Source: an optimization exercise on an open RTL-to-GDS flow (aim: small area). Production flows keep margins and buffers that such runs may drop.
Where RTL was checked, it was by simulation tests only, not by an equivalence proof against the original.
No functional check of the RTL was part of runs 1 and 2.
Power is estimated from default activity; no workload was simulated.

==> flow/design.v <==
package riscv_pkg;
  localparam int ALU     = 0;
  localparam int SFT     = 1;
  localparam int BU      = 2;
  localparam int LSU     = 3;
  localparam int NB_UNIT = 4;
  localparam int ADD  = 0;
  localparam int SUB  = 1;
  localparam int AND  = 2;
  localparam int OR   = 3;
  localparam int XOR  = 4;
  localparam int SLT  = 5;
  localparam int SLTU = 6;
  localparam int SLL  = 7;
  localparam int SRL  = 8;
  localparam int SRA  = 9;
  localparam int BEQ  = 10;
  localparam int BNE  = 11;
  localparam int BLT  = 12;
  localparam int BGE  = 13;
  localparam int JAL  = 14;
  localparam int JALR = 15;
  localparam int LD   = 16;
  localparam int ST   = 17;
  localparam int NB_OPERATION = 18;
  localparam int SZ_B = 0;
  localparam int SZ_H = 1;
  localparam int SZ_W = 2;
  typedef struct packed {
    logic [32-1:0]        pc;
    logic                    rd_v;
    logic [5-1:0]     rd_adr;
    logic [32:0]          rs1_data;
    logic [32:0]          rs2_data;
    logic [32-1:0]        immediat;
    logic [2:0]              access_size;
    logic                    unsign_extension;
    logic [NB_UNIT-1:0]      unit;
    logic [NB_OPERATION-1:0] operation;
  } dec_exe_t;
  typedef struct packed {
    logic             adr_v;
    logic [32-1:0] adr;
    logic             is_store;
    logic [32-1:0] store_data;
    logic [2:0]       access_size;
  } mem_req_t;
  typedef struct packed {
    logic                v;
    logic [5-1:0] adr;
    logic [32-1:0]    data;
  } wbk_t;
  typedef struct packed {
    logic [32-1:0] pc;
    logic             branch_instr;
    logic             feedback;
    logic             success;
    logic             failed;
  } pred_fb_t;
endpackage
`timescale 1ns/1ps
import riscv_pkg::*;
module exe_top (
  input  logic                     clk,
  input  logic                     reset_n,
  input  logic [32-1:0]         dec_pc_i,
  input  logic                     dec_rd_v_i,
  input  logic [5-1:0]      dec_rd_adr_i,
  input  logic [32:0]           dec_rs1_data_i,
  input  logic [32:0]           dec_rs2_data_i,
  input  logic [32-1:0]         dec_immediat_i,
  input  logic [2:0]               dec_access_size_i,
  input  logic                     dec_unsign_extension_i,
  input  logic [NB_UNIT-1:0]       dec_unit_i,
  input  logic [NB_OPERATION-1:0]  dec_operation_i,
  input  logic                     pred_v_i,
  input  logic                     pred_is_taken_i,
  input  logic [32-1:0]         load_data_i,
  output logic                     mem_adr_v_o,
  output logic [32-1:0]         mem_adr_o,
  output logic                     mem_is_store_o,
  output logic [32-1:0]         mem_store_data_o,
  output logic [2:0]               mem_access_size_o,
  output logic                     exe_fwd_v_o,
  output logic [5-1:0]      exe_fwd_adr_o,
  output logic [32-1:0]         exe_fwd_data_o,
  output logic                     wbk_v_o,
  output logic [5-1:0]      wbk_adr_o,
  output logic [32-1:0]         wbk_data_o,
  output logic                     flush_v_q_o,
  output logic [32-1:0]         pc_data_q_o,
  output logic [32-1:0]         pred_fb_pc_o,
  output logic                     pred_fb_branch_instr_o,
  output logic                     pred_fb_feedback_o,
  output logic                     pred_fb_success_o,
  output logic                     pred_fb_failed_o
);
  logic [32-1:0] rs1, rs2, imm, pc;
  logic [NB_OPERATION-1:0] op;
  assign rs1 = dec_rs1_data_i[32-1:0];
  assign rs2 = dec_rs2_data_i[32-1:0];
  assign imm = dec_immediat_i;
  assign pc  = dec_pc_i;
  assign op  = dec_operation_i;
  logic             flush_q;
  logic             flush_dly_q;
  logic             wbk_v_q;
  logic [5-1:0] wbk_adr_q;
  logic [32-1:0] wbk_data_q;
  logic [32-1:0] pc_data_q;
  logic             bi_q, fb_q, ok_q, ko_q;
  function automatic logic [32:0] add_cla(input logic [32-1:0] p,
                                             input logic [32-1:0] g,
                                             input logic cin);
    logic [32-1:0] s;
    logic [32/2:0] bc;
    logic             c, gk, pk;
    bc[0] = cin;
    for (int k = 0; k < 32/2; k++) begin
      gk = 1'b0;
      pk = 1'b1;
      c  = bc[k];
      for (int i = 2*k; i < 2*k+2; i++) begin
        s[i] = p[i] ^ c;
        c    = g[i] | (p[i] & c);
        gk   = g[i] | (p[i] & gk);
        pk   = pk & p[i];
      end
      bc[k+1] = gk | (pk & bc[k]);
    end
    add_cla = {bc[32/2], s};
  endfunction
  function automatic logic [32-1:0] inc4(input logic [32-1:0] a);
    logic bc, pk;
    bc = 1'b1;
    inc4[1:0] = a[1:0];
    for (int k = 0; k < 8; k++) begin
      pk = 1'b1;
      for (int i = 2 + 4*k; i < 6 + 4*k && i < 32; i++) begin
        inc4[i] = a[i] ^ (bc & pk);
        pk      = pk & a[i];
      end
      bc = bc & pk;
    end
  endfunction
  function automatic logic [32-1:0] dec4(input logic [32-1:0] a);
    logic bb, zk;
    bb = 1'b1;
    dec4[1:0] = a[1:0];
    for (int k = 0; k < 8; k++) begin
      zk = 1'b1;
      for (int i = 2 + 4*k; i < 6 + 4*k && i < 32; i++) begin
        dec4[i] = a[i] ^ (bb & zk);
        zk      = zk & ~a[i];
      end
      bb = bb & zk;
    end
  endfunction
  logic cancel;
  assign cancel = flush_q | flush_dly_q;
  logic             use_imm, use_pc, jal, jalr, jump;
  logic [32-1:0] opa, opb;
  logic [32:0]   sum;
  assign jal     = op[JAL];
  assign jalr    = op[JALR];
  assign jump    = jal | jalr;
  assign use_imm = dec_unit_i[LSU] | dec_unit_i[BU];
  assign use_pc  = dec_unit_i[BU] & ~jalr;
  assign opa = use_pc ? pc : rs1;
  assign opb = use_imm ? imm : (rs2 ^ {32{op[SUB]}});
  logic [32-1:0] ap, ag;
  assign ap  = opa ^ opb;
  assign ag  = opa & opb;
  assign sum = add_cla(ap, ag, op[SUB]);
  logic [32-1:0] cx;
  logic [32:0]   cdiff;
  logic less, equal, taken;
  assign cx    = rs1 ^ rs2;
  assign cdiff = add_cla(~cx, rs1 & ~rs2, 1'b1);
  assign less  = (dec_rs1_data_i[32] ^ dec_rs2_data_i[32]) ? dec_rs1_data_i[32] : ~cdiff[32];
  assign equal = cx == '0;
  assign taken = (op[BEQ] & equal) | (op[BNE] & ~equal) | (op[BLT] & less) | (op[BGE] & ~less);
  logic [32-1:0] pc_inc;
  assign pc_inc = inc4(pc);
  logic [32-1:0] sh_in, sh_out, sh_rev;
  logic             sh_fill;
  always_comb begin
    for (int i = 0; i < 32; i++) sh_in[i] = op[SLL] ? rs1[32-1-i] : rs1[i];
  end
  assign sh_fill = op[SRA] & rs1[32-1];
  logic [32:0] sh_tmp;
  assign sh_tmp = $signed({sh_fill, sh_in}) >>> rs2[4:0];
  assign sh_out = sh_tmp[32-1:0];
  always_comb begin
    for (int i = 0; i < 32; i++) sh_rev[i] = sh_out[32-1-i];
  end
  logic [32-1:0] ld;
  logic             ld_fill;
  assign ld_fill = ~dec_unsign_extension_i
                 & (dec_access_size_i[SZ_B] ? load_data_i[7] : load_data_i[15]);
  assign ld[7:0]   = load_data_i[7:0];
  assign ld[15:8]  = dec_access_size_i[SZ_B] ? {8{ld_fill}} : load_data_i[15:8];
  assign ld[31:16] = dec_access_size_i[SZ_W] ? load_data_i[31:16] : {16{ld_fill}};
  logic [32-1:0] res;
  assign res = ({32{op[ADD] | op[SUB]}} & sum[32-1:0])
             | ({32{op[AND] | op[OR]}} & ag)
             | ({32{op[XOR] | op[OR]}} & ap)
             | {{(32-1){1'b0}}, (op[SLT] | op[SLTU]) & less}
             | ({32{op[SLL]}} & sh_rev)
             | ({32{op[SRL] | op[SRA]}} & sh_out)
             | ({32{dec_unit_i[BU]}} & pc_inc)
             | ({32{op[LD]}} & ld);
  logic bu_en, pred_ok, fwd_v;
  assign bu_en   = dec_unit_i[BU] & ~cancel;
  assign pred_ok = pred_v_i & (pred_is_taken_i == (taken | jump));
  assign fwd_v   = dec_rd_v_i & ~cancel;
  assign mem_adr_v_o       = dec_unit_i[LSU] & ~cancel;
  assign mem_is_store_o    = op[ST] & ~cancel;
  assign mem_adr_o         = sum[32-1:0];
  assign mem_store_data_o  = rs2;
  assign mem_access_size_o = dec_access_size_i;
  assign exe_fwd_v_o    = fwd_v;
  assign exe_fwd_adr_o  = dec_rd_adr_i;
  assign exe_fwd_data_o = res;
  always_ff @(posedge clk or negedge reset_n) begin
    if (!reset_n) begin
      wbk_v_q     <= 1'b0;
      flush_q     <= 1'b0;
      flush_dly_q <= 1'b0;
      bi_q        <= 1'b0;
      fb_q        <= 1'b0;
      ok_q        <= 1'b0;
      ko_q        <= 1'b0;
    end else begin
      wbk_v_q     <= fwd_v;
      flush_q     <= bu_en & ~pred_ok;
      flush_dly_q <= flush_q;
      bi_q        <= bu_en;
      fb_q        <= bu_en & pred_v_i;
      ok_q        <= bu_en & pred_ok;
      ko_q        <= bu_en & (pred_v_i ? ~pred_ok : (taken | jump));
    end
  end
  always_ff @(posedge clk) begin
    wbk_adr_q  <= dec_rd_adr_i;
    wbk_data_q <= res;
    pc_data_q  <= (taken | jump) ? {sum[32-1:1], sum[0] & ~jalr} : pc_inc;
  end
  assign wbk_v_o                = wbk_v_q;
  assign wbk_adr_o              = wbk_adr_q;
  assign wbk_data_o             = wbk_data_q;
  assign flush_v_q_o            = flush_q;
  assign pc_data_q_o            = pc_data_q;
  assign pred_fb_pc_o           = dec4(wbk_data_q);
  assign pred_fb_branch_instr_o = bi_q;
  assign pred_fb_feedback_o     = fb_q;
  assign pred_fb_success_o      = ok_q;
  assign pred_fb_failed_o       = ko_q;
endmodule
==> flow/flow/run.sh <==
#!/bin/bash
# Standard ORFS layout (the standard.sh), with the port buffers and the
# synthesis pass-through buffers made from the smallest buffer cell, and the
# buffers ABC inserts removed at floorplan (repair_design re-buffers).
bash standard.sh \
  BUFFER_PORTS_ARGS="-buffer_cell sky130_fd_sc_hd__buf_1" \
  MIN_BUF_CELL_AND_PORTS="sky130_fd_sc_hd__buf_1 A X" \
  REMOVE_ABC_BUFFERS=1 \
  finish > standard.log 2>&1
==> flow/standard.sh <==
#!/bin/bash
# synth_recipe.tcl (not shown) runs the flow's synth.tcl, then flattens the netlist and writes it again
# the make line also repeats each setting of config.mk as NAME=value (left out here)
make -C /OpenROAD-flow-scripts/flow DESIGN_CONFIG=/design/flow/config.mk WORK_HOME=/design/flow/orfs CLKGATE_MAP_FILE= SYNTH_SCRIPT=/design/flow/synth_recipe.tcl "${@:-finish}"
==> flow/config.mk <==
export PLATFORM = sky130hd
export DESIGN_NAME = exe_top
export DESIGN_NICKNAME = exe_top
export VERILOG_FILES = /design/flow/design.v
export SDC_FILE = /design/flow/constraint.sdc
export NUM_CORES = 4
export LEC_CHECK = 0
export ABC_AREA = 1
export CAP_MARGIN = 0
export CORE_AREA = 5 5 145 145
export CTS_BUF_LIST = sky130_fd_sc_hd__clkbuf_8
export DIE_AREA = 0 0 150 150
export GPL_TIMING_DRIVEN = 0
export SETUP_SLACK_MARGIN = 0.2
export SLEW_MARGIN = 0
==> flow/constraint.sdc <==
create_clock -name core_clock -period 8.0 [get_ports {clk}]
set_input_delay 1.6000 -clock core_clock [delete_from_list [all_inputs] [get_ports {clk}]]
set_output_delay 1.6000 -clock core_clock [all_outputs]
set_load 0.01 [all_outputs]
==> run_results.csv, run 1 <==
group,metric,value,unit
run_status,outcome,"finished clean",
global_route,overflow,0,
place,placed_area,11230,um2
yosys,postSynthCellCount,1556,
power,p_leak,5.748,nW
power,ir_drop,109.5,uV
power,clkPwrFrac,0.178,
global_route,grt_max_degree,50,
detailed_routing,first_iter_violations,993,
worst_setup_path,crit_top_cell,"nand2_2",
global_route,grt_pass1_wl,60240,um
power,sw_frac_of_total,0.4780,
detailed_routing,ant_nets,0,
yosys,syn_area,9703,um2
die,core,19400,um2
timing,fmax,131.3,MHz
global_route,globalRouteTotalUtil,0.3479,
worst_setup_path,critPathBufInv,5,
worst_setup_path,cpMaxStageDelayCell,"fa_2",
clock_network,clk_latency,0.39,ns
yosys,yosysTopAreaCell,"nand2_1",
finish,diodes,0,
clock_network,path_clk_slew,0.11,ns
finish,layout-area-overhead-vs-synth,24.62,%
die,fp-row-count,51,
timing,finalHoldViolations,0,
worst_setup_path,crit_path_max_incr_delay,0.42,ns
place,placed_cells,2114,
yosys,async_flop_share,0.09211,
clock_network,htreeDepth,3,
power,finalPower,1.923,mW
timing,fin_crit,7.615,ns
yosys,synth_warnings,1,
worst_setup_path,end_kind,"output pin",
timing,setup_violations,0,
timing,period_share,0.9519,
clock_network,cts.sinks,76,
finish,final_area,12090,um2
detailed_routing,drc,0,
global_route,antenna_found_initial,0,
worst_setup_path,crit_family,"simple AND/OR/NAND/NOR gates",
clock_network,cts_buffer_depth,2,
flow_run,max-cap-violations,0,
power,netSwitchingPower,919.0,uW
yosys,synth_seq_cells,76,
clock_network,cts_tree,"built",
detailed_routing,vias_per_cell,5.487,
clock_network,numCtsBuffers,9,
timing,rsz0062_at_grt,"no",
finish,final.fill_count,1989,
timing,worst_pin_slew,1.319,ns
die,initial_core_util,0.5002,
yosys,synth.distinct_cells,52,
timing,drv_slew,0,
timing,setup_ws,0.3846,ns
detailed_routing,wl_per_cell,18.99,um
finish,finalNonFillerCells,2162,
power,seqPwrFrac,0.258,
die,io_pins,412,
worst_setup_path,critical_path_class,"primary input to output pin",
finish,nNetsFinal,2190,
place,pre_cts_ws,-1.450,ns
clock_network,root_buffer,"clkbuf_8",
yosys,synth-seq-area-share,0.1604,
worst_hold_path,min_path_type,"register to register",
global_route,grt_pass1_vias,10910,
place,hpwlAfterDp,31530,um
yosys,avgSynthCellArea,6.236,um2
yosys,synth-edff-count,0,
clock_network,hold_buffers,0,
die,fp.dieW,150,um
timing,holdWs,0.4221,ns
yosys,yosysMostFrequentCell,"nand2_1",
worst_setup_path,crit_path_start_kind,"primary input",
yosys,synth_commonest_cells,"382 x nand2_1, 222 x inv_1, 204 x o21ai_0, 84 x ha_1, 83 x nor2_1",
die,die_area,22500,um2
place,io_buffers,407,
timing,maxSlewHeadroom,0.1199,
power,power.density,159.0,nW/um2
place,place_congestion,0.9283,
power,p_comb_frac,0.564,
detailed_routing,wirelength,41060,um
worst_setup_path,cp.arrival,6.02,ns
worst_setup_path,crit_fanout,3,
finish,drive_gt1_frac,0.08276,
yosys,synthFlopType,"dfxtp_1",
power,p_int,1.004,mW
timing,fin_skew,0.01075,ns
yosys,netlist.area_leader.share,0.1478,
detailed_routing,dr_total_vias,11860,
yosys,yosys-top-cells-area,"nand2_1 15%, dfxtp_1 14%, ha_1 11%",
detailed_routing,first_pass_iters,6,
die,die_h,150,um
worst_setup_path,crit_required,6.40,ns
## state kept, by name (all words and copies together) (netlist names)
name,cells
pc_data_q,32
wbk_data_q,32
wbk_adr_q,5
bi_q,1
fb_q,1
flush_dly_q,1
flush_q,1
ko_q,1
ok_q,1
wbk_v_q,1
## logic make-up after synthesis
family	count (synthesis)	synth area share
AO/OA/AOI/OAI	382	0.2273
flip-flops	76	0.1604
AND/OR/NAND/NOR	544	0.2382
adder cells (fa/ha/maj)	100	0.1413
XOR/XNOR	73	0.06589
buffers and inverters	353	0.1378
multiplexers	28	0.02901
## layout make-up
class,instances,area (um2),area share
Multi-Input combinational cell,1129,7132,0.5898
Timing Repair Buffer,443,1991,0.1646
Sequential cell,76,1556,0.1287
Inverter,233,877.1,0.07254
Tap cell,265,331.6,0.02742
Clock buffer,9,123.9,0.01024
Clock inverter,7,80.08,0.006623
## metrics by stage
stage / setup TNS [ns] / util
after CTS: 0 / 0.6038
final: 0 / 0.6233
after global routing: 0 / 0.6233
after detailed placement: -18.94 / 0.5790
after floorplan: -12.29 / -
after global placement: -281.13 / 0.5722
## what timing repair did
item | CTS | global route
hold endpoints to repair | 0 | 0
setup buffers | 9 | 20
cloned | 3 | 0
pin swaps | 11 | 23
resized for setup | 57 | 56
endpoints found under the setup margin | 37 | 10
## placed cells by master, fill, tap and decap left out, types with 10 or more instances in the layout
| master | synthesis | layout |
|---|---|---|
| fa_1 | 16 | 14 |
| o211ai_1 | 16 | 16 |
| mux2i_1 | 27 | 27 |
| nand2_1 | 382 | 361 |
| buf_1 | 55 | 395 |
| nand3_1 | 33 | 30 |
| a21oi_1 | 74 | 68 |
| nand2_2 | 1 | 18 |
| ha_1 | 84 | 81 |
| xnor2_1 | 57 | 55 |
| xor2_1 | 16 | 15 |
| nor2_4 | 8 | 10 |
| buf_4 | 2 | 26 |
| o21ai_0 | 204 | 202 |
| inv_1 | 222 | 219 |
| o21a_1 | 15 | 15 |
| a221oi_1 | 28 | 26 |
| nand4_1 | 18 | 18 |
| dfxtp_1 | 69 | 69 |
| nor2_1 | 83 | 78 |
| inv_2 | 10 | 12 |
## power by group through the flow
stage | Sequential, mW | Clock, mW | Combinational, mW
3_5_place_dp | 0.505 | 0 | 0.989
4_1_cts | 0.496 | 0.344 | 1.02
5_1_grt | 0.506 | 0.361 | 1.19
6_report | 0.497 | 0.342 | 1.08
2_1_floorplan | 0.547 | 0 | 0.553
3_3_place_gp | 0.504 | 0 | 0.975
## worst reg2reg max path, delay by kind of cell, from the launching register on
| family | cells | cell delay (ns) |
|---|---|---|
| buffers and inverters | 1 | 0.09 |
| AND/OR/NAND/NOR | 4 | 0.48 |
| flip-flops | 1 | 0.41 |
## worst paths after layout
path,from,end,slack (ns),cells after the start
max in group asynchronous,reset_n,fb_q$_DFF_PN0_,6.63,1
min reg2reg,flush_q$_DFF_PN0_,flush_dly_q$_DFF_PN0_,0.42,0
max reg2reg,flush_q$_DFF_PN0_,ko_q$_DFF_PN0_,6.96,5
min in group asynchronous,reset_n,wbk_v_q$_DFF_PN0_,1.08,1
min,flush_q$_DFF_PN0_,flush_dly_q$_DFF_PN0_,0.42,0
max,dec_operation_i[1],exe_fwd_data_o[29],0.38,39
## metal layers
metal	vias up	wire [um]	GRT usage
met5	-	0	0
met4	0	1125	0.1153
met3	88	4202	0.06299
met2	661	19230	0.5772
met1	5377	16500	0.4562
li1	5736	-	-
==> inputs of run 2 (changes only) <==
--- a/flow/config.mk
+++ b/flow/config.mk
@@ -11,5 +11,6 @@
 export CTS_BUF_LIST = sky130_fd_sc_hd__clkbuf_8
 export DIE_AREA = 0 0 150 150
 export GPL_TIMING_DRIVEN = 0
-export SETUP_SLACK_MARGIN = 0.2
+export SETUP_SLACK_MARGIN = 0.15
 export SLEW_MARGIN = 0
+export TNS_END_PERCENT = 5
==> run 2 against run 1 <==
Against the previous run: still clean; utilization shrank 1.0 points; clock power is essentially flat; register-to-register slack is essentially flat; critical path type unchanged; critical endpoint unchanged; largest cell class unchanged; largest power group unchanged.
==> run_results.csv, run 2 <==
group,metric,value,unit
detailed_routing,wl_per_cell,18.95,um
finish,drive_gt1_frac,0.07101,
worst_setup_path,crit_top_cell,"nand2_2",
worst_setup_path,startpoint,"dec_operation_i[1]",
detailed_routing,vias_per_cell,5.493,
timing,fin_crit,7.771,ns
detailed_routing,first_pass_iters,8,
worst_setup_path,r2r-start,"flush_q$_DFF_PN0_",
die,fp-row-count,51,
yosys,synth-seq-area-share,0.1604,
clock_network,path_clk_slew,0.10,ns
global_route,grt_pass1_vias,10890,
yosys,async_flop_share,0.09211,
clock_network,htreeDepth,3,
power,ir_drop,109.8,uV
die,die_area,22500,um2
power,finalPower,1.902,mW
clock_network,cts.sinks,76,
die,core,19400,um2
die,io_pins,412,
flow_run,max-cap-violations,0,
power,power.density,160.0,nW/um2
worst_setup_path,crit_path_start_kind,"primary input",
detailed_routing,first_iter_violations,942,
timing,period_share,0.9714,
timing,rsz0062_at_grt,"yes",
place,place_congestion,0.9283,
clock_network,root_buffer,"clkbuf_8",
timing,worst_pin_slew,1.283,ns
finish,final_core_util,0.6130,
run_status,outcome,"finished clean",
yosys,avgSynthCellArea,6.236,um2
power,p_leak,5.681,nW
worst_hold_path,min_path_type,"register to register",
global_route,antenna_found_initial,0,
worst_setup_path,cp.arrival,6.17,ns
worst_hold_path,min_from,"flush_q$_DFF_PN0_",
clock_network,hold_buffers,0,
timing,finalHoldViolations,0,
yosys,synth_commonest_cells,"382 x nand2_1, 222 x inv_1, 204 x o21ai_0, 84 x ha_1, 83 x nor2_1",
worst_setup_path,crit_fanout,17,
detailed_routing,drc,0,
yosys,postSynthCellCount,1556,
clock_network,cts_tree,"built",
clock_network,cts_buffer_depth,2,
worst_setup_path,crit_required,6.40,ns
global_route,globalRouteTotalUtil,0.3474,
detailed_routing,ant_nets,0,
die,die_h,150,um
timing,fin_skew,0.009370,ns
timing,setup_tns,0,ns
timing,setup_violations,0,
place,placed_cells,2114,
yosys,yosysTopAreaCell,"nand2_1",
worst_setup_path,critical_path_class,"primary input to output pin",
yosys,synth_seq_cells,76,
yosys,synth.distinct_cells,52,
finish,final.fill_count,2023,
yosys,netlist.area_leader.share,0.1478,
yosys,yosysMostFrequentCell,"nand2_1",
place,io_buffers,407,
yosys,synth-edff-count,0,
yosys,syn_area,9703,um2
yosys,yosys-top-cells-area,"nand2_1 15%, dfxtp_1 14%, ha_1 11%",
timing,drv_slew,0,
die,initial_core_util,0.5002,
worst_setup_path,critPathBufInv,4,
finish,layout.cells.most_common,"buf_1",
global_route,grt_pass1_wl,60170,um
finish,most-common-layout-cells,"396 x buf_1, 366 x nand2_1, 219 x inv_1",
worst_setup_path,cpMaxStageDelayCell,"fa_2",
finish,finalNonFillerCells,2152,
worst_setup_path,end_kind,"output pin",
finish,diodes,0,
detailed_routing,dr_total_vias,11820,
global_route,overflow,0,
clock_network,numCtsBuffers,9,
global_route,grt_max_degree,50,
finish,nNetsFinal,2180,
timing,fmax,128.7,MHz
finish,layout-area-overhead-vs-synth,22.55,%
place,pre_cts_ws,-1.450,ns
die,fp.dieW,150,um
finish,reg_top3,"pc_data_q: 32 flops, wbk_data_q: 32 flops, wbk_adr_q: 5 flops",
yosys,synth_warnings,1,
worst_setup_path,crit_family,"simple AND/OR/NAND/NOR gates",
detailed_routing,wirelength,40780,um
timing,maxSlewHeadroom,0.1435,
place,hpwlAfterDp,31530,um
timing,setup_ws,0.2290,ns
yosys,synthFlopType,"dfxtp_1",
worst_setup_path,crit_path_max_incr_delay,0.40,ns
clock_network,clk_latency,0.39,ns
## run 2: layer usage
layer  GRT usage  vias up  wire length (um)
met5           0        -                 0
met4      0.1107        0              1168
met3     0.06632       85              4190
li1            -     5722                 -
met1      0.4544     5355             16420
met2      0.5776      660             18990
## run 2: area by class of cell
cell class	count	area [um2]	share of cell area
clock buffer	9	123.9	0.01042
clock inverter	7	80.08	0.006734
inverter	233	877.1	0.07376
multi-input combinational	1129	7028	0.5910
sequential	76	1556	0.1309
tap	265	331.6	0.02788
timing repair buffer	433	1894	0.1593
## run 2: worst reg2reg max path: stages (launching register included)
cell     delay [ns]
dfrtp_1        0.41
nor2_1         0.09
inv_1          0.08
nor2_1         0.16
nand2_1        0.12
nor2_1         0.10
## run 2: path summary, 6_finish.rpt
check                                              to  slack, ns  depth (start not counted)
worst max-delay path               exe_fwd_data_o[29]       0.23                         39
worst min-delay path            flush_dly_q$_DFF_PN0_       0.42                          0
worst max register to register         ko_q$_DFF_PN0_       6.97                          5
worst min register to register  flush_dly_q$_DFF_PN0_       0.42                          0
max in group asynchronous              fb_q$_DFF_PN0_       6.62                          1
min in group asynchronous           wbk_v_q$_DFF_PN0_       1.09                          1
## run 2: through the flow
stage	area (um2)	hold WS, ns
after floorplan	9240	0.4354
after global placement	11100	0.3889
after detailed placement	11230	0.3964
after CTS	11700	0.4209
after global routing	11890	0.4406
final	11890	0.4159
## run 2: timing repair
item / in CTS / in global routing
cloned: 3 / 0
setup buffers: 9 / 10
gates resized for setup: 54 / 31
endpoints found under the hold margin: 0 / 0
endpoints found under the setup margin: 34 / 10
pin swaps: 8 / 19
## run 2: kinds of logic (layout without fill, tap and decap cells)
group                      count (synthesis)  in the layout  synth area share
DFF                                       76             76            0.1604
xor gates and xnor gates                  73             73           0.06589
AOI/OAI and AO/OA                        382            382            0.2273
adders and majority gates                100            100            0.1413
buffers and inverters                    353            682            0.1378
muxes                                     28             28           0.02901
and+or+nand+nor                          544            546            0.2382
## run 2: power breakdown
| part | total (mW) | switching (mW) | internal [mW] |
|---|---|---|---|
| clock | 0.341 | 0.191 | 0.149 |
| sequential | 0.497 | 0.0352 | 0.462 |
| combinational | 1.06 | 0.682 | 0.382 |
| total | 1.90 | 0.908 | 0.994 |
==> inputs of run 3 (changes only) <==
--- a/flow/design.v
+++ b/flow/design.v
@@ -130,6 +130,25 @@
     end
     add_cla = {bc[32/2], s};
   endfunction
+  function automatic logic [32:0] add_cla_fast(input logic [32-1:0] p,
+                                                  input logic [32-1:0] g,
+                                                  input logic cin);
+    logic [32-1:0] s;
+    logic [32/8:0] bc;
+    logic             gk, pk;
+    bc[0] = cin;
+    for (int k = 0; k < 32/8; k++) begin
+      gk = 1'b0;
+      pk = 1'b1;
+      for (int i = 8*k; i < 8*k+8; i++) begin
+        s[i] = p[i] ^ (gk | (pk & bc[k]));
+        gk   = g[i] | (p[i] & gk);
+        pk   = pk & p[i];
+      end
+      bc[k+1] = gk | (pk & bc[k]);
+    end
+    add_cla_fast = {bc[32/8], s};
+  endfunction
   function automatic logic [32-1:0] inc4(input logic [32-1:0] a);
     logic bc, pk;
     bc = 1'b1;
@@ -171,7 +190,7 @@
   logic [32-1:0] ap, ag;
   assign ap  = opa ^ opb;
   assign ag  = opa & opb;
-  assign sum = add_cla(ap, ag, op[SUB]);
+  assign sum = add_cla_fast(ap, ag, op[SUB]);
   logic [32-1:0] cx;
   logic [32:0]   cdiff;
   logic less, equal, taken;
--- a/flow/config.mk
+++ b/flow/config.mk
@@ -9,6 +9,8 @@
 export CAP_MARGIN = 0
 export CORE_AREA = 5 5 145 145
 export CTS_BUF_LIST = sky130_fd_sc_hd__clkbuf_8
+export CTS_CLUSTER_DIAMETER = 150
+export CTS_CLUSTER_SIZE = 30
 export DIE_AREA = 0 0 150 150
 export GPL_TIMING_DRIVEN = 0
 export SETUP_SLACK_MARGIN = 0.15
==> run 3 against run 2 <==
Against the previous run: hold slack is essentially flat; first-iteration DRC count increased by 2.8%; clock skew down 0.0091 ns; synthesized cell count decreased by 0.45%; count of clock-buffer cells in the layout unchanged; sequential cell count unchanged; final cell count is 1.3% lower; critical endpoint is now exe_fwd_data_o[17]; highest routed layer is now met5.
==> run_results.csv, run 3 <==
group,metric,value,unit
yosys,synth-seq-area-share,0.1616,
clock_network,htreeDepth,3,
global_route,grt_max_degree,45,
finish,drive_gt1_frac,0.04841,
detailed_routing,first_pass_iters,6,
yosys,netlist.area_leader.share,0.1434,
worst_setup_path,rr_worst_depth,5,
timing,worst_pin_slew,1.341,ns
clock_network,clk_latency,0.38,ns
die,die_area,22500,um2
place,hpwlAfterDp,35130,um
clock_network,numCtsBuffers,9,
die,fp-row-count,51,
yosys,async_flop_share,0.09211,
finish,layout.cells.most_common,"buf_1",
clock_network,postCtsSetupBuffers,0,
global_route,antenna_found_initial,2,
die,core,19400,um2
detailed_routing,wl_per_cell,20.28,um
timing,maxSlewHeadroom,0.1026,
die,initial_core_util,0.4966,
die,fp.dieW,150,um
timing,rsz0062_at_grt,"yes",
worst_setup_path,crit_path_max_incr_delay,0.45,ns
clock_network,cts_tree,"built",
finish,reg_top3,"pc_data_q: 32 flops, wbk_data_q: 32 flops, wbk_adr_q: 5 flops",
timing,setup_ws,0.2011,ns
worst_setup_path,crit_fanout,15,
worst_setup_path,end_kind,"output pin",
power,p_leak,5.447,nW
clock_network,path_clk_slew,0.09,ns
run_status,outcome,"finished clean",
detailed_routing,dr_total_vias,11850,
timing,finalHoldViolations,0,
detailed_routing,ant_nets,0,
detailed_routing,vias_per_cell,5.576,
worst_setup_path,crit_required,6.40,ns
die,io_pins,412,
yosys,synthFlopType,"dfxtp_1",
worst_setup_path,cpMaxStageDelayCell,"nor2_4",
yosys,synth_seq_cells,76,
finish,final_core_util,0.5893,
yosys,yosysTopAreaCell,"dfxtp_1",
global_route,grt_pass1_vias,11050,
yosys,synth_commonest_cells,"358 x nand2_1, 201 x inv_1, 183 x o21ai_0, 103 x a21oi_1, 94 x nor2_1",
worst_setup_path,crit_top_cell,"nand2_1",
yosys,synth-edff-count,0,
worst_hold_path,min_to,"flush_dly_q$_DFF_PN0_",
timing,setup_tns,0,ns
yosys,avgSynthCellArea,6.219,um2
finish,most-common-layout-cells,"401 x buf_1, 357 x nand2_1, 201 x inv_1",
detailed_routing,first_iter_violations,968,
yosys,postSynthCellCount,1549,
clock_network,cts.sinks,76,
power,power.density,162.6,nW/um2
finish,layout-area-overhead-vs-synth,18.67,%
clock_network,cts_buffer_depth,2,
detailed_routing,wirelength,43100,um
global_route,globalRouteTotalUtil,0.3680,
finish,final.fill_count,2007,
place,placed_area,11160,um2
timing,drv_slew,0,
worst_hold_path,min_path_type,"register to register",
worst_setup_path,r2r-start,"flush_q$_DFF_PN0_",
worst_setup_path,critPathBufInv,3,
finish,nNetsFinal,2140,
timing,setup_violations,0,
timing,fmax,128.2,MHz
yosys,synth_warnings,1,
flow_run,max-cap-violations,0,
global_route,overflow,0,
yosys,yosysMostFrequentCell,"nand2_1",
worst_setup_path,cp.arrival,6.20,ns
timing,fin_crit,7.799,ns
detailed_routing,drc,0,
timing,period_share,0.9749,
power,ir_drop,136.2,uV
yosys,syn_area,9633,um2
place,place_congestion,0.9730,
worst_hold_path,min_path_cells,0,
worst_hold_path,min_from,"flush_q$_DFF_PN0_",
clock_network,root_buffer,"clkbuf_8",
worst_setup_path,crit_path_start_kind,"primary input",
worst_setup_path,worstReg2RegEnd,"ko_q$_DFF_PN0_",
place,pre_cts_ws,-1.019,ns
finish,final_area,11430,um2
place,io_buffers,407,
die,die_h,150,um
worst_setup_path,critical_path_class,"primary input to output pin",
timing,fin_skew,0.0002819,ns
worst_setup_path,crit_family,"simple AND/OR/NAND/NOR gates",
yosys,yosys-top-cells-area,"dfxtp_1 14%, nand2_1 14%, ha_1 11%",
worst_setup_path,ff2ff_setup_slack,6.96,ns
global_route,grt_pass1_wl,63390,um
yosys,synth.distinct_cells,56,
==> run 3: worst max path at each step <==
stage / from / end / cells after the start
3_5_place_dp: dec_unit_i[2] / exe_fwd_data_o[24] / 33
2_1_floorplan: dec_unit_i[2] / exe_fwd_data_o[24] / 29
3_3_place_gp: dec_unit_i[2] / exe_fwd_data_o[24] / 31
5_1_grt: dec_unit_i[3] / exe_fwd_data_o[24] / 32
6_report: dec_unit_i[3] / exe_fwd_data_o[17] / 31
4_1_cts: dec_unit_i[2] / exe_fwd_data_o[24] / 33
==> run 3: worst reg2reg max path, stage by stage, from the launching register on <==
cell,delay [ns]
dfrtp_1,0.40
nor2_1,0.10
inv_1,0.10
nor2_1,0.16
nand2_1,0.11
nor2_1,0.10
==> run 3: kinds of logic after synthesis <==
family | synth area share
DFF | 0.1616
and+or+nand+nor | 0.2430
buffers and inverters | 0.1308
xor gates and xnor gates | 0.07793
adders and majority gates | 0.1174
muxes | 0.03559
AOI/OAI and AO/OA | 0.2337
==> run 3: repair_timing <==
action | 4_1_cts | 5_1_grt
pin swaps | 1 | 3
setup endpoints to repair | 39 | 6
hold buffers | 0 | 0
cloned | 1 | 0
resized for setup | 14 | 10
==> run 3: final cells by class <==
type / instances / area (um2) / share of cell area
antenna: 1 / 2.502 / 0.0002189
multi-input combinational: 1141 / 6862 / 0.6003
sequential: 76 / 1556 / 0.1362
timing repair buffer: 412 / 1663 / 0.1455
tap: 265 / 331.6 / 0.02901
clock buffer: 9 / 123.9 / 0.01084
inverter: 214 / 809.5 / 0.07082
clock inverter: 7 / 82.58 / 0.007224
==> run 3: metrics by stage <==
stage	power, mW	hold WS [ns]	instances
CTS	1.842	0.4154	2124
detailed placement	1.524	0.3946	2107
global placement	1.513	0.3855	2102
floorplan	1.104	0.4354	1430
global route	1.985	0.4434	2125
finish	1.859	0.4162	2125
==> run 3: report_power, final <==
group / switching, mW / total [mW] / internal (mW)
Combinational: 0.702 / 1.04 / 0.339
Sequential: 0.0399 / 0.502 / 0.462
Clock: 0.168 / 0.317 / 0.149
Total: 0.909 / 1.86 / 0.950
==> run 3: metal layers <==
layer,part of all wire,vias to the layer above,GRT usage
met5,0.00026,-,0
met3,0.10,98,0.07026
met4,0.042,2,0.1551
li1,-,5673,-
met2,0.48,697,0.6215
met1,0.38,5380,0.4576
==> inputs of run 4 (changes only) <==
--- a/flow/config.mk
+++ b/flow/config.mk
@@ -9,10 +9,9 @@
 export CAP_MARGIN = 0
 export CORE_AREA = 5 5 145 145
 export CTS_BUF_LIST = sky130_fd_sc_hd__clkbuf_8
-export CTS_CLUSTER_DIAMETER = 150
-export CTS_CLUSTER_SIZE = 30
 export DIE_AREA = 0 0 150 150
 export GPL_TIMING_DRIVEN = 0
+export PLACE_DENSITY = 0.75
 export SETUP_SLACK_MARGIN = 0.15
 export SLEW_MARGIN = 0
 export TNS_END_PERCENT = 5
==> run 4 against run 3 <==
Against the previous run: first-iteration DRC count increased by 37%; worst setup slack improved by 0.090 ns; clock power increased by 15%; global-route usage decreased by 0.42 points; final cell count increased by 0.19%; non-clock buffer count increased by 5; via count increased by 1.7%; combinational power about the same; clock skew increased by 0.012 ns; hold slack got worse by 0.015 ns; critical path type unchanged; largest cell class unchanged.
==> run_results.csv, run 4 <==
group,metric,value,unit
run_status,outcome,"finished clean",
worst_setup_path,r2r-start,"flush_q$_DFF_PN0_",
worst_setup_path,crit_path_start_kind,"primary input",
detailed_routing,first_pass_iters,5,
worst_setup_path,crit_family,"simple AND/OR/NAND/NOR gates",
die,core,19400,um2
global_route,grt_pass1_vias,11230,
place,io_buffers,407,
timing,fin_crit,7.709,ns
die,initial_core_util,0.4966,
die,die_h,150,um
timing,drv_slew,0,
worst_hold_path,min_from,"flush_q$_DFF_PN0_",
worst_setup_path,ff2ff_setup_slack,6.94,ns
global_route,grt_max_degree,57,
worst_setup_path,critical_path_class,"primary input to output pin",
power,power.density,166.4,nW/um2
yosys,synthFlopType,"dfxtp_1",
die,fp.dieW,150,um
detailed_routing,wirelength,43170,um
finish,reg_top3,"pc_data_q: 32 flops, wbk_data_q: 32 flops, wbk_adr_q: 5 flops",
worst_setup_path,rr_worst_depth,5,
worst_setup_path,cpMaxStageDelayCell,"fa_1",
worst_setup_path,crit_path_max_incr_delay,0.44,ns
clock_network,hold_buffers,0,
timing,maxSlewHeadroom,0.1353,
finish,nNetsFinal,2145,
power,p_leak,5.497,nW
finish,final.fill_count,2027,
worst_hold_path,min_to,"flush_dly_q$_DFF_PN0_",
yosys,netlist.area_leader.share,0.1434,
clock_network,htreeDepth,3,
yosys,syn_area,9633,um2
global_route,grt_pass1_wl,62620,um
yosys,synth.distinct_cells,56,
global_route,overflow,0,
yosys,avgSynthCellArea,6.219,um2
timing,worst_pin_slew,1.292,ns
timing,setup_violations,0,
worst_setup_path,worstReg2RegEnd,"fb_q$_DFF_PN0_",
clock_network,cts.sinks,76,
place,hpwlAfterDp,34830,um
yosys,postSynthCellCount,1549,
yosys,synth-seq-area-share,0.1616,
yosys,async_flop_share,0.09211,
detailed_routing,wl_per_cell,20.28,um
yosys,synth_seq_cells,76,
detailed_routing,drc,0,
finish,drive_gt1_frac,0.05097,
worst_hold_path,min_path_cells,0,
finish,layout.cells.most_common,"buf_1",
worst_hold_path,min_path_type,"register to register",
finish,most-common-layout-cells,"400 x buf_1, 357 x nand2_1, 200 x inv_1",
timing,period_share,0.9636,
global_route,antenna_found_initial,1,
die,fp-row-count,51,
worst_setup_path,crit_fanout,11,
die,io_pins,412,
detailed_routing,first_iter_violations,1326,
yosys,synth_warnings,1,
detailed_routing,vias_per_cell,5.663,
finish,diodes,0,
flow_run,max-cap-violations,0,
global_route,globalRouteTotalUtil,0.3637,
clock_network,clk_latency,0.39,ns
worst_setup_path,crit_top_cell,"nand2_1",
timing,finalHoldViolations,0,
detailed_routing,ant_nets,0,
yosys,synth-edff-count,0,
yosys,yosysMostFrequentCell,"nand2_1",
die,die_area,22500,um2
worst_setup_path,critPathBufInv,5,
clock_network,root_buffer,"clkbuf_8",
detailed_routing,dr_total_vias,12060,
clock_network,numCtsBuffers,9,
yosys,yosys-top-cells-area,"dfxtp_1 14%, nand2_1 14%, ha_1 11%",
finish,final_core_util,0.5930,
clock_network,path_clk_slew,0.10,ns
yosys,synth_commonest_cells,"358 x nand2_1, 201 x inv_1, 183 x o21ai_0, 103 x a21oi_1, 94 x nor2_1",
finish,layout-area-overhead-vs-synth,19.42,%
worst_setup_path,end_kind,"output pin",
place,place_congestion,0.9613,
clock_network,cts_buffer_depth,2,
yosys,yosysTopAreaCell,"dfxtp_1",
clock_network,cts_tree,"built",
timing,rsz0062_at_grt,"yes",
power,ir_drop,137.1,uV
worst_setup_path,cp.arrival,6.11,ns
timing,fin_skew,0.01192,ns
timing,setup_tns,0,ns
worst_setup_path,crit_required,6.40,ns
timing,fmax,129.7,MHz
## run 4: power by group
part,total (mW),internal [mW],leakage (nW),switching (mW)
sequential,0.502,0.462,0.666,0.0401
clock,0.363,0.187,0.113,0.176
combinational,1.05,0.342,4.72,0.708
## run 4: cell type report
class	count	area (um2)	share of cell area
clock buffer	10	137.6	0.01196
clock inverter	6	93.84	0.008158
inverter	214	805.8	0.07005
multi-input combinational	1141	6858	0.5962
sequential	76	1556	0.1353
tap	265	331.6	0.02882
timing repair buffer	417	1720	0.1496
## run 4: layer usage
| layer | global-route usage | share of wire | up-vias |
|---|---|---|---|
| li1 | - | - | 5691 |
| met1 | 0.4321 | 0.36 | 5465 |
| met5 | 0 | 0.00016 | - |
| met2 | 0.6152 | 0.47 | 760 |
| met3 | 0.06784 | 0.10 | 138 |
| met4 | 0.2040 | 0.060 | 2 |
## run 4: how the worst max path moves through the flow
| stage | start | endpoint | depth (start not counted) |
|---|---|---|---|
| 6_report | dec_unit_i[3] | exe_fwd_data_o[17] | 32 |
| 5_1_grt | dec_unit_i[3] | exe_fwd_data_o[17] | 32 |
| 4_1_cts | dec_unit_i[2] | exe_fwd_data_o[24] | 32 |
| 3_5_place_dp | dec_unit_i[2] | exe_fwd_data_o[24] | 33 |
| 3_3_place_gp | dec_unit_i[2] | exe_fwd_data_o[24] | 31 |
| 2_1_floorplan | dec_unit_i[2] | exe_fwd_data_o[24] | 29 |
## run 4: stage by stage
stage / total power, mW / hold WS, ns / setup slack [ns] / cell area, um2 / cells
4_1_cts: 1.893 / 0.4158 / 0.1884 / 11440 / 2124
2_1_floorplan: 1.104 / 0.4354 / -0.4803 / 9176 / 1430
6_report: 1.915 / 0.4015 / 0.2909 / 11500 / 2129
3_3_place_gp: 1.514 / 0.3821 / -3.675 / 11040 / 2102
3_5_place_dp: 1.529 / 0.4002 / -0.9792 / 11150 / 2107
5_1_grt: 2.029 / 0.4262 / 0.03268 / 11500 / 2129
## run 4: what timing repair did
action	CTS	global route
resized for setup	18	11
pin swaps	1	3
setup endpoints to repair	40	7
cloned	1	0
endpoints found under the hold margin	0	0
setup buffers	0	5
## run 4: logic make-up after synthesis
logic type,share of synthesized area
compound gates,0.2337
xor+xnor,0.07793
fa+ha+maj,0.1174
buf+inv,0.1308
flops,0.1616
mux,0.03559
simple gates,0.2430
==> inputs of run 5 (changes only) <==
--- a/flow/config.mk
+++ b/flow/config.mk
@@ -11,7 +11,6 @@
 export CTS_BUF_LIST = sky130_fd_sc_hd__clkbuf_8
 export DIE_AREA = 0 0 150 150
 export GPL_TIMING_DRIVEN = 0
-export PLACE_DENSITY = 0.75
 export SETUP_SLACK_MARGIN = 0.15
 export SLEW_MARGIN = 0
 export TNS_END_PERCENT = 5
==> run 5 against run 4 <==
Against the previous run: still clean; hold slack improved by 0.015 ns; combinational power barely moved; worst setup slack got worse by 0.090 ns; register-to-register slack improved by 0.02 ns; maximum frequency fell by 1.2%; sequential cell count did not move; cell area fell by 0.63%; clock power fell by 13%; critical endpoint unchanged.
==> run_results.csv, run 5 <==
group,metric,value,unit
worst_setup_path,crit_family,"simple AND/OR/NAND/NOR gates",
yosys,yosysTopAreaCell,"dfxtp_1",
finish,layout.cells.most_common,"buf_1",
worst_setup_path,crit_path_start_kind,"primary input",
finish,layout-area-overhead-vs-synth,18.67,%
detailed_routing,ant_nets,0,
finish,reg_top3,"pc_data_q: 32 flops, wbk_data_q: 32 flops, wbk_adr_q: 5 flops",
worst_setup_path,critPathBufInv,3,
detailed_routing,dr_total_vias,11850,
die,core,19400,um2
timing,drv_slew,0,
yosys,async_flop_share,0.09211,
timing,fin_skew,0.0002819,ns
detailed_routing,first_iter_violations,968,
timing,rsz0062_at_grt,"yes",
clock_network,path_clk_slew,0.09,ns
worst_setup_path,cp.arrival,6.20,ns
yosys,synth_warnings,1,
yosys,avgSynthCellArea,6.219,um2
timing,finalHoldViolations,0,
detailed_routing,wl_per_cell,20.28,um
clock_network,htreeDepth,3,
timing,maxSlewHeadroom,0.1026,
yosys,yosys-top-cells-area,"dfxtp_1 14%, nand2_1 14%, ha_1 11%",
timing,setup_tns,0,ns
detailed_routing,first_pass_iters,6,
detailed_routing,drc,0,
worst_setup_path,crit_path_max_incr_delay,0.45,ns
detailed_routing,wirelength,43100,um
global_route,grt_pass1_wl,63390,um
power,ir_drop,136.2,uV
die,fp.dieW,150,um
run_status,outcome,"finished clean",
power,power.density,162.6,nW/um2
timing,worst_pin_slew,1.341,ns
timing,setup_ws,0.2011,ns
clock_network,clk_latency,0.38,ns
place,pre_cts_ws,-1.019,ns
finish,multi_input_area,6862,um2
yosys,synth_seq_cells,76,
yosys,syn_area,9633,um2
clock_network,cts_tree,"built",
global_route,overflow,0,
worst_setup_path,crit_required,6.40,ns
timing,fin_crit,7.799,ns
die,io_pins,412,
clock_network,numCtsBuffers,9,
finish,drive_gt1_frac,0.04841,
yosys,postSynthCellCount,1549,
clock_network,cts_buffer_depth,2,
timing,period_share,0.9749,
finish,nNetsFinal,2140,
worst_hold_path,min_path_type,"register to register",
die,initial_core_util,0.4966,
worst_setup_path,crit_fanout,15,
global_route,grt_max_degree,45,
worst_setup_path,critical_path_class,"primary input to output pin",
place,place_congestion,0.9730,
yosys,netlist.area_leader.share,0.1434,
die,die_area,22500,um2
yosys,synth-edff-count,0,
place,hpwlAfterDp,35130,um
global_route,antenna_found_initial,2,
finish,finalNonFillerCells,2125,
global_route,globalRouteTotalUtil,0.3680,
place,placed_cells,2107,
global_route,grt_pass1_vias,11050,
power,p_leak,5.447,nW
timing,holdWs,0.4162,ns
clock_network,postCtsSetupBuffers,0,
yosys,synth.distinct_cells,56,
worst_setup_path,crit_top_cell,"nand2_1",
detailed_routing,vias_per_cell,5.576,
yosys,synth_commonest_cells,"358 x nand2_1, 201 x inv_1, 183 x o21ai_0, 103 x a21oi_1, 94 x nor2_1",
yosys,synthFlopType,"dfxtp_1",
flow_run,max-cap-violations,0,
clock_network,cts.sinks,76,
finish,ff_latch_area,1556,um2
clock_network,root_buffer,"clkbuf_8",
place,io_buffers,407,
finish,final.fill_count,2007,
worst_setup_path,cpMaxStageDelayCell,"nor2_4",
yosys,synth-seq-area-share,0.1616,
finish,most-common-layout-cells,"401 x buf_1, 357 x nand2_1, 201 x inv_1",
die,die_h,150,um
die,fp-row-count,51,
yosys,yosysMostFrequentCell,"nand2_1",
timing,fmax,128.2,MHz
worst_setup_path,end_kind,"output pin",
timing,setup_violations,0,
==> run 5: path summary, 6_finish.rpt <==
check	startpoint	slack [ns]	end	cells past startpoint
max	dec_unit_i[3]	0.20	exe_fwd_data_o[17]	31
min	flush_q$_DFF_PN0_	0.42	flush_dly_q$_DFF_PN0_	0
max reg2reg	flush_q$_DFF_PN0_	6.96	ko_q$_DFF_PN0_	5
min reg2reg	flush_q$_DFF_PN0_	0.42	flush_dly_q$_DFF_PN0_	0
max in group asynchronous	reset_n	6.66	flush_q$_DFF_PN0_	1
min in group asynchronous	reset_n	1.09	wbk_v_q$_DFF_PN0_	1
==> run 5: timing repair <==
action / CTS / global route
pin swaps: 1 / 3
hold buffers: 0 / 0
setup endpoints to repair: 39 / 6
cloned: 1 / 0
resized for setup: 14 / 10
==> run 5: metal layers <==
metal  track usage  wire [um]  vias to the layer above
met3       0.07026       4333                       98
met4        0.1551       1792                        2
li1              -          -                     5673
met5             0         11                        -
met2        0.6215      20640                      697
met1        0.4576      16320                     5380
==> run 5: area by class of cell <==
type                    count  share of cell area
multi-input cells        1141              0.6003
repair buffers            412              0.1455
flip-flops and latches     76              0.1362
inverters                 214             0.07082
well taps                 265             0.02901
clock buffers               9             0.01084
clock inverters             7            0.007224
diodes                      1           0.0002189
==> run 5: power breakdown <==
| group | internal [mW] | switching, mW |
|---|---|---|
| logic | 0.339 | 0.702 |
| clock network | 0.149 | 0.168 |
| registers | 0.462 | 0.0399 |
==> run 5: cells by family (layout without fill, tap and decap cells) <==
kind of cell,count (synthesis),after routing,synth area share
AOI/OAI and AO/OA,387,387,0.2337
xor gates and xnor gates,84,84,0.07793
adders and majority gates,88,88,0.1174
buffers and inverters,333,642,0.1308
DFF,76,76,0.1616
muxes,34,34,0.03559
other,0,1,0
and+or+nand+nor,547,548,0.2430
==> run 5: stage by stage <==
| stage | utilization | cell area, um2 | power [mW] |
|---|---|---|---|
| 2_1_floorplan | - | 9176 | 1.104 |
| 3_3_place_gp | 0.5689 | 11040 | 1.513 |
| 3_5_place_dp | 0.5753 | 11160 | 1.524 |
| 4_1_cts | 0.5880 | 11410 | 1.842 |
| 5_1_grt | 0.5893 | 11430 | 1.985 |
| 6_report | 0.5893 | 11430 | 1.859 |
==> inputs of run 6 (changes only) <==
--- a/flow/config.mk
+++ b/flow/config.mk
@@ -11,6 +11,6 @@
 export CTS_BUF_LIST = sky130_fd_sc_hd__clkbuf_8
 export DIE_AREA = 0 0 150 150
 export GPL_TIMING_DRIVEN = 0
-export SETUP_SLACK_MARGIN = 0.15
+export SETUP_SLACK_MARGIN = 0.0
 export SLEW_MARGIN = 0
 export TNS_END_PERCENT = 5
==> run 6 against run 5 <==
Against the previous run: still clean; maximum frequency is 0.33% lower; utilization about the same; non-clock buffer count is the same; synthesized cell count did not move; final cell count unchanged; cell area barely moved; total power hardly changed; combinational power about the same; critical path type unchanged; highest routed layer unchanged.
==> run_results.csv, run 6 <==
group,metric,value,unit
run_status,outcome,"finished clean",
yosys,yosysMostFrequentCell,"nand2_1",
timing,rsz0062_at_grt,"yes",
detailed_routing,met2WireLength,20630,um
detailed_routing,vias_per_cell,5.591,
yosys,synth-edff-count,0,
clock_network,clk_latency,0.38,ns
finish,nNetsFinal,2140,
detailed_routing,top_layer,"met5",
finish,final.fill_count,2005,
detailed_routing,drt-met1-wl,16430,um
timing,drv_slew,0,
yosys,synth_top_family_by_area,"simple AND/OR/NAND/NOR gates",
place,place_congestion,0.9730,
yosys,postSynthCellCount,1549,
yosys,synth.area.mux_share,0.03559,
global_route,antenna_found_initial,2,
yosys,synth_compound_area_frac,0.2337,
worst_hold_path,min_path_type,"register to register",
timing,finalHoldViolations,0,
worst_setup_path,crit_path_start_kind,"primary input",
timing,setup_ws,0.1755,ns
yosys,yosys-top-cells-area,"dfxtp_1 14%, nand2_1 14%, ha_1 11%",
global_route,grt_max_degree,45,
timing,maxSlewHeadroom,0.09216,
power,p_leak,5.449,nW
finish,final_area,11420,um2
clock_network,cts_tree,"built",
worst_setup_path,crit_fanout,42,
global_route,grt_pass1_wl,63390,um
detailed_routing,route.met3.wl,4230,um
worst_setup_path,end_kind,"output pin",
finish,layout-area-overhead-vs-synth,18.59,%
yosys,synthFlopType,"dfxtp_1",
yosys,synth_warnings,1,
yosys,synthAdderAreaFrac,0.1174,
finish,ff_latch_area,1556,um2
yosys,syn_area,9633,um2
detailed_routing,first_iter_violations,1036,
flow_run,max-cap-violations,0,
place,pre_cts_ws,-1.019,ns
timing,fmax,127.8,MHz
global_route,overflow,0,
clock_network,cts.sinks,76,
finish,most-common-layout-cells,"401 x buf_1, 357 x nand2_1, 201 x inv_1",
yosys,synth_commonest_cells,"358 x nand2_1, 201 x inv_1, 183 x o21ai_0, 103 x a21oi_1, 94 x nor2_1",
yosys,synth-simple-area-share,0.2430,
die,io_pins,412,
place,placed_cells,2107,
power,power.density,162.8,nW/um2
clock_network,cts_buffer_depth,2,
finish,drive_gt1_frac,0.04841,
yosys,synthXorXnorAreaFrac,0.07793,
die,fp-row-count,51,
timing,fin_crit,7.824,ns
place,io_buffers,407,
detailed_routing,drc,0,
timing,setup_tns,0,ns
clock_network,htreeDepth,3,
finish,reg_top3,"pc_data_q: 32 flops, wbk_data_q: 32 flops, wbk_adr_q: 5 flops",
die,core,19400,um2
power,ir_drop,135.4,uV
worst_setup_path,crit_path_max_incr_delay,0.60,ns
worst_setup_path,critical_path_class,"primary input to output pin",
place,placed_area,11160,um2
detailed_routing,wl_per_cell,20.34,um
finish,final_core_util,0.5889,
yosys,netlist.area_leader.share,0.1434,
detailed_routing,ant_nets,0,
die,fp.dieW,150,um
die,die_h,150,um
yosys,avgSynthCellArea,6.219,um2
detailed_routing,wirelength,43220,um
place,hpwlAfterDp,35130,um
clock_network,numCtsBuffers,9,
yosys,synth-seq-area-share,0.1616,
timing,period_share,0.9781,
timing,worst_pin_slew,1.357,ns
yosys,synth_seq_cells,76,
yosys,synth.distinct_cells,56,
worst_setup_path,cp.arrival,6.22,ns
worst_setup_path,cpMaxStageDelayCell,"fa_1",
clock_network,path_clk_slew,0.09,ns
worst_setup_path,crit_required,6.40,ns
die,die_area,22500,um2
timing,setup_violations,0,
finish,multi_input_area,6853,um2
detailed_routing,first_pass_iters,6,
worst_setup_path,crit_top_cell,"nand2_1",
finish,finalNonFillerCells,2125,
timing,fin_skew,0.0004213,ns
global_route,grt_pass1_vias,11050,
yosys,async_flop_share,0.09211,
global_route,globalRouteTotalUtil,0.3680,
finish,layout.cells.most_common,"buf_1",
detailed_routing,dr_total_vias,11880,
die,initial_core_util,0.4966,
clock_network,root_buffer,"clkbuf_8",
yosys,yosysTopAreaCell,"dfxtp_1",
run 6: final cells by class:
class	count	area share
Timing Repair Buffer	412	0.1457
Sequential cell	76	0.1363
Antenna cell	1	0.0002191
Inverter	214	0.07086
Clock inverter	7	0.007229
Clock buffer	9	0.01084
Tap cell	265	0.02903
Multi-Input combinational cell	1141	0.5999
run 6: path summary, 6_finish.rpt:
| path | endpoint | cells after the start | from | slack (ns) |
|---|---|---|---|---|
| min reg2reg | flush_dly_q$_DFF_PN0_ | 0 | flush_q$_DFF_PN0_ | 0.42 |
| min in group asynchronous | wbk_v_q$_DFF_PN0_ | 1 | reset_n | 1.08 |
| min | flush_dly_q$_DFF_PN0_ | 0 | flush_q$_DFF_PN0_ | 0.42 |
| max reg2reg | ko_q$_DFF_PN0_ | 5 | flush_q$_DFF_PN0_ | 6.96 |
| max in group asynchronous | ko_q$_DFF_PN0_ | 1 | reset_n | 6.66 |
| max | exe_fwd_data_o[24] | 33 | dec_unit_i[2] | 0.18 |
run 6: report_power, final:
| part | switching [mW] | internal, mW |
|---|---|---|
| Clock | 0.169 | 0.149 |
| Combinational | 0.701 | 0.339 |
| Sequential | 0.0402 | 0.462 |
run 6: layer usage:
layer,vias up,global-route usage
met2,721,0.6215
met5,-,0
li1,5669,-
met1,5388,0.4576
met3,100,0.07026
met4,2,0.1551
run 6: timing repair:
| item | CTS | global route |
|---|---|---|
| hold buffers | 0 | 0 |
| endpoints found under the setup margin | 35 | 3 |
| cloned | 1 | 0 |
| buffers inserted | 0 | 0 |
| pin swaps | 1 | 1 |
| resized for setup | 14 | 8 |
run 6: stage by stage:
step | hold slack, ns | power (mW)
6_report | 0.4167 | 1.859
5_1_grt | 0.4434 | 1.985
4_1_cts | 0.4154 | 1.842
3_5_place_dp | 0.3946 | 1.524
3_3_place_gp | 0.3855 | 1.513
2_1_floorplan | 0.4354 | 1.104
run 6: critical path: cells and delay by family:
| family | cells | cell delay, ns |
|---|---|---|
| buffers and inverters | 3 | 0.64 |
| adder cells (fa/ha/maj) | 2 | 0.97 |
| AND/OR/NAND/NOR | 23 | 2.09 |
| AO/OA/AOI/OAI | 5 | 0.90 |
run 6: logic make-up (layout without fill, tap and decap cells):
family | count (synthesis) | count (layout)
xor gates and xnor gates | 84 | 84
muxes | 34 | 34
adders and majority gates | 88 | 88
and+or+nand+nor | 547 | 548
other | 0 | 1
DFF | 76 | 76
AOI/OAI and AO/OA | 387 | 387
buffers and inverters | 333 | 642
==> inputs of run 7 (changes only) <==
--- a/flow/config.mk
+++ b/flow/config.mk
@@ -8,9 +8,9 @@
 export ABC_AREA = 1
 export CAP_MARGIN = 0
 export CORE_AREA = 5 5 145 145
-export CTS_BUF_LIST = sky130_fd_sc_hd__clkbuf_8
+export CTS_BUF_LIST = sky130_fd_sc_hd__clkbuf_4 sky130_fd_sc_hd__clkbuf_8
 export DIE_AREA = 0 0 150 150
 export GPL_TIMING_DRIVEN = 0
-export SETUP_SLACK_MARGIN = 0.0
+export SETUP_SLACK_MARGIN = 0.15
 export SLEW_MARGIN = 0
 export TNS_END_PERCENT = 5
==> run 7 against run 6 <==
Against the previous run: via count shrank 0.25%; non-clock buffer count stayed put; final cell count unchanged; first-iteration DRC count fell by 6.6%; sequential power about the same; clock power is essentially flat; die area is the same; combinational power about the same; critical path type unchanged.
==> run_results.csv, run 7 <==
group,metric,value,unit
die,initial_core_util,0.4966,
run_status,outcome,"finished clean",
timing,setup_violations,0,
timing,finalHoldViolations,0,
clock_network,path_clk_slew,0.09,ns
flow_run,max-cap-violations,0,
place,io_buffers,407,
worst_hold_path,min_path_type,"register to register",
worst_setup_path,end_kind,"output pin",
yosys,postSynthCellCount,1549,
die,core,19400,um2
die,io_pins,412,
finish,drive_gt1_frac,0.04841,
detailed_routing,first_pass_iters,6,
finish,multi_input_area,6862,um2
place,placed_area,11160,um2
die,fp-row-count,51,
worst_setup_path,rr_worst_depth,5,
finish,final.fill_count,2007,
worst_setup_path,cpMaxStageDelayCell,"nor2_4",
timing,fin_skew,0.0002819,ns
yosys,synthFlopType,"dfxtp_1",
worst_setup_path,crit_path_max_incr_delay,0.45,ns
finish,layout.cells.most_common,"buf_1",
global_route,grt_max_degree,45,
finish,ff_latch_area,1556,um2
detailed_routing,ant_nets,0,
clock_network,htreeDepth,3,
worst_setup_path,crit_required,6.40,ns
die,die_h,150,um
detailed_routing,wl_per_cell,20.28,um
detailed_routing,first_iter_violations,968,
clock_network,cts_buffer_depth,2,
detailed_routing,drc,0,
yosys,avgSynthCellArea,6.219,um2
timing,fin_crit,7.799,ns
finish,reg_top3,"pc_data_q: 32 flops, wbk_data_q: 32 flops, wbk_adr_q: 5 flops",
worst_setup_path,crit_path_start_kind,"primary input",
finish,layout-area-overhead-vs-synth,18.67,%
global_route,antenna_found_initial,2,
yosys,synth-seq-area-share,0.1616,
worst_setup_path,cp.arrival,6.20,ns
clock_network,postCtsSetupBuffers,0,
clock_network,cts.sinks,76,
timing,period_share,0.9749,
die,die_area,22500,um2
place,place_congestion,0.9730,
power,ir_drop,136.2,uV
detailed_routing,vias_per_cell,5.576,
timing,worst_pin_slew,1.341,ns
place,hpwlAfterDp,35130,um
power,power.density,162.6,nW/um2
timing,drv_slew,0,
power,p_leak,5.447,nW
finish,most-common-layout-cells,"401 x buf_1, 357 x nand2_1, 201 x inv_1",
clock_network,clk_latency,0.38,ns
worst_setup_path,crit_family,"simple AND/OR/NAND/NOR gates",
yosys,yosysMostFrequentCell,"nand2_1",
clock_network,numCtsBuffers,9,
timing,maxSlewHeadroom,0.1026,
yosys,async_flop_share,0.09211,
clock_network,cts_tree,"built",
yosys,synth.distinct_cells,56,
global_route,grt_pass1_vias,11050,
detailed_routing,wirelength,43100,um
die,fp.dieW,150,um
finish,nNetsFinal,2140,
worst_hold_path,min_path_cells,0,
yosys,synth_seq_cells,76,
global_route,overflow,0,
worst_setup_path,critical_path_cell_count,31,
yosys,synth-edff-count,0,
timing,holdWs,0.4162,ns
timing,fmax,128.2,MHz
detailed_routing,dr_total_vias,11850,
worst_setup_path,crit_top_cell,"nand2_1",
clock_network,root_buffer,"clkbuf_8",
global_route,globalRouteTotalUtil,0.3680,
yosys,yosys-top-cells-area,"dfxtp_1 14%, nand2_1 14%, ha_1 11%",
yosys,netlist.area_leader.share,0.1434,
yosys,syn_area,9633,um2
worst_setup_path,critical_path_class,"primary input to output pin",
yosys,synth_commonest_cells,"358 x nand2_1, 201 x inv_1, 183 x o21ai_0, 103 x a21oi_1, 94 x nor2_1",
yosys,yosysTopAreaCell,"dfxtp_1",
worst_setup_path,crit_fanout,15,
timing,rsz0062_at_grt,"yes",
yosys,synth_warnings,1,
worst_setup_path,critPathBufInv,3,
global_route,grt_pass1_wl,63390,um
finish,final_area,11430,um2
==> run 7: cell counts after synthesis <==
No cell type changed its count.
==> run 7: layer usage <==
metal	vias to the layer above	track usage	share of wire
li1	5673	-	-
met1	5380	0.4576	0.38
met2	697	0.6215	0.48
met3	98	0.07026	0.10
met4	2	0.1551	0.042
met5	-	0	0.00026
==> run 7: stage by stage <==
step            TNS, ns    util  power (mW)  setup slack (ns)  instances
4_1_cts               0  0.5880       1.842           0.07253       2124
2_1_floorplan    -1.832       -       1.104           -0.4803       1430
3_3_place_gp    -233.43  0.5689       1.513            -3.825       2102
5_1_grt        -0.04633  0.5893       1.985          -0.04633       2125
3_5_place_dp     -8.812  0.5753       1.524            -1.019       2107
6_report              0  0.5893       1.859            0.2011       2125
==> run 7: repair_timing <==
action / in CTS / in global routing
gates resized for setup: 14 / 10
setup endpoints to repair: 39 / 6
pin swaps: 1 / 3
hold buffers: 0 / 0
gates cloned: 1 / 0
==> run 7: cell type report <==
cell class,instances,share of cell area
flip-flops and latches,76,0.1362
clock inverters,7,0.007224
multi-input cells,1141,0.6003
inverters,214,0.07082
clock buffers,9,0.01084
diodes,1,0.0002189
well taps,265,0.02901
repair buffers,412,0.1455
==> run 7: cell families after synthesis <==
logic type,after synthesis,share of synthesized area
and+or+nand+nor,547,0.2430
buffers and inverters,333,0.1308
adders and majority gates,88,0.1174
muxes,34,0.03559
DFF,76,0.1616
xor gates and xnor gates,84,0.07793
AOI/OAI and AO/OA,387,0.2337
==> run 7: path summary, 6_finish.rpt <==
check / slack [ns] / startpoint / endpoint
worst max-delay path: 0.20 / dec_unit_i[3] / exe_fwd_data_o[17]
worst min-delay path: 0.42 / flush_q$_DFF_PN0_ / flush_dly_q$_DFF_PN0_
worst max register to register: 6.96 / flush_q$_DFF_PN0_ / ko_q$_DFF_PN0_
worst min register to register: 0.42 / flush_q$_DFF_PN0_ / flush_dly_q$_DFF_PN0_
max in group asynchronous: 6.66 / reset_n / flush_q$_DFF_PN0_
min in group asynchronous: 1.09 / reset_n / wbk_v_q$_DFF_PN0_
==> run 7: where the power goes <==
part / switching, mW / leakage [nW] / internal [mW]
Combinational: 0.702 / 4.68 / 0.339
Sequential: 0.0399 / 0.666 / 0.462
Clock: 0.168 / 0.0984 / 0.149
Total: 0.909 / 5.45 / 0.950

what the ideal ports hide:
The results above use ideal ports. As a check the final layouts listed here were re-extracted and re-timed, cells and wires unchanged. Step 1 assumes that a clkbuf_16 drives the clock port and a buf_2 every other input. Step 2 times the ports against the registers' clock, not the clock port: input delays grow and output delays shrink by t, the midpoint of the rising clock arrivals with the driver on. Slacks: ideal / step 1 / step 2; pairs: ideal / step 1.
| run | t, ns | setup WS [ns] | slew at the worst register clock pin (ns) |
|---|---|---|---|
| run 1 | 0.431 | 0.385 / 0.325 / 0.325 | 0.11 / 0.11 |
| run 2 | 0.431 | 0.229 / 0.182 / 0.182 | 0.11 / 0.11 |
| run 3 | 0.414 | 0.201 / 0.172 / 0.172 | 0.09 / 0.09 |
| run 4 | 0.420 | 0.291 / 0.257 / 0.257 | 0.10 / 0.10 |
| run 5 | 0.414 | 0.201 / 0.172 / 0.172 | 0.09 / 0.09 |
| run 6 | 0.416 | 0.176 / 0.135 / 0.135 | 0.09 / 0.09 |
| run 7 | 0.414 | 0.201 / 0.172 / 0.172 | 0.09 / 0.09 |
After both steps setup and hold are still met in every run listed. For run 1, which loses most, drivers alone change the setup slack by -0.060 ns; drivers and shift together by -0.060 ns.
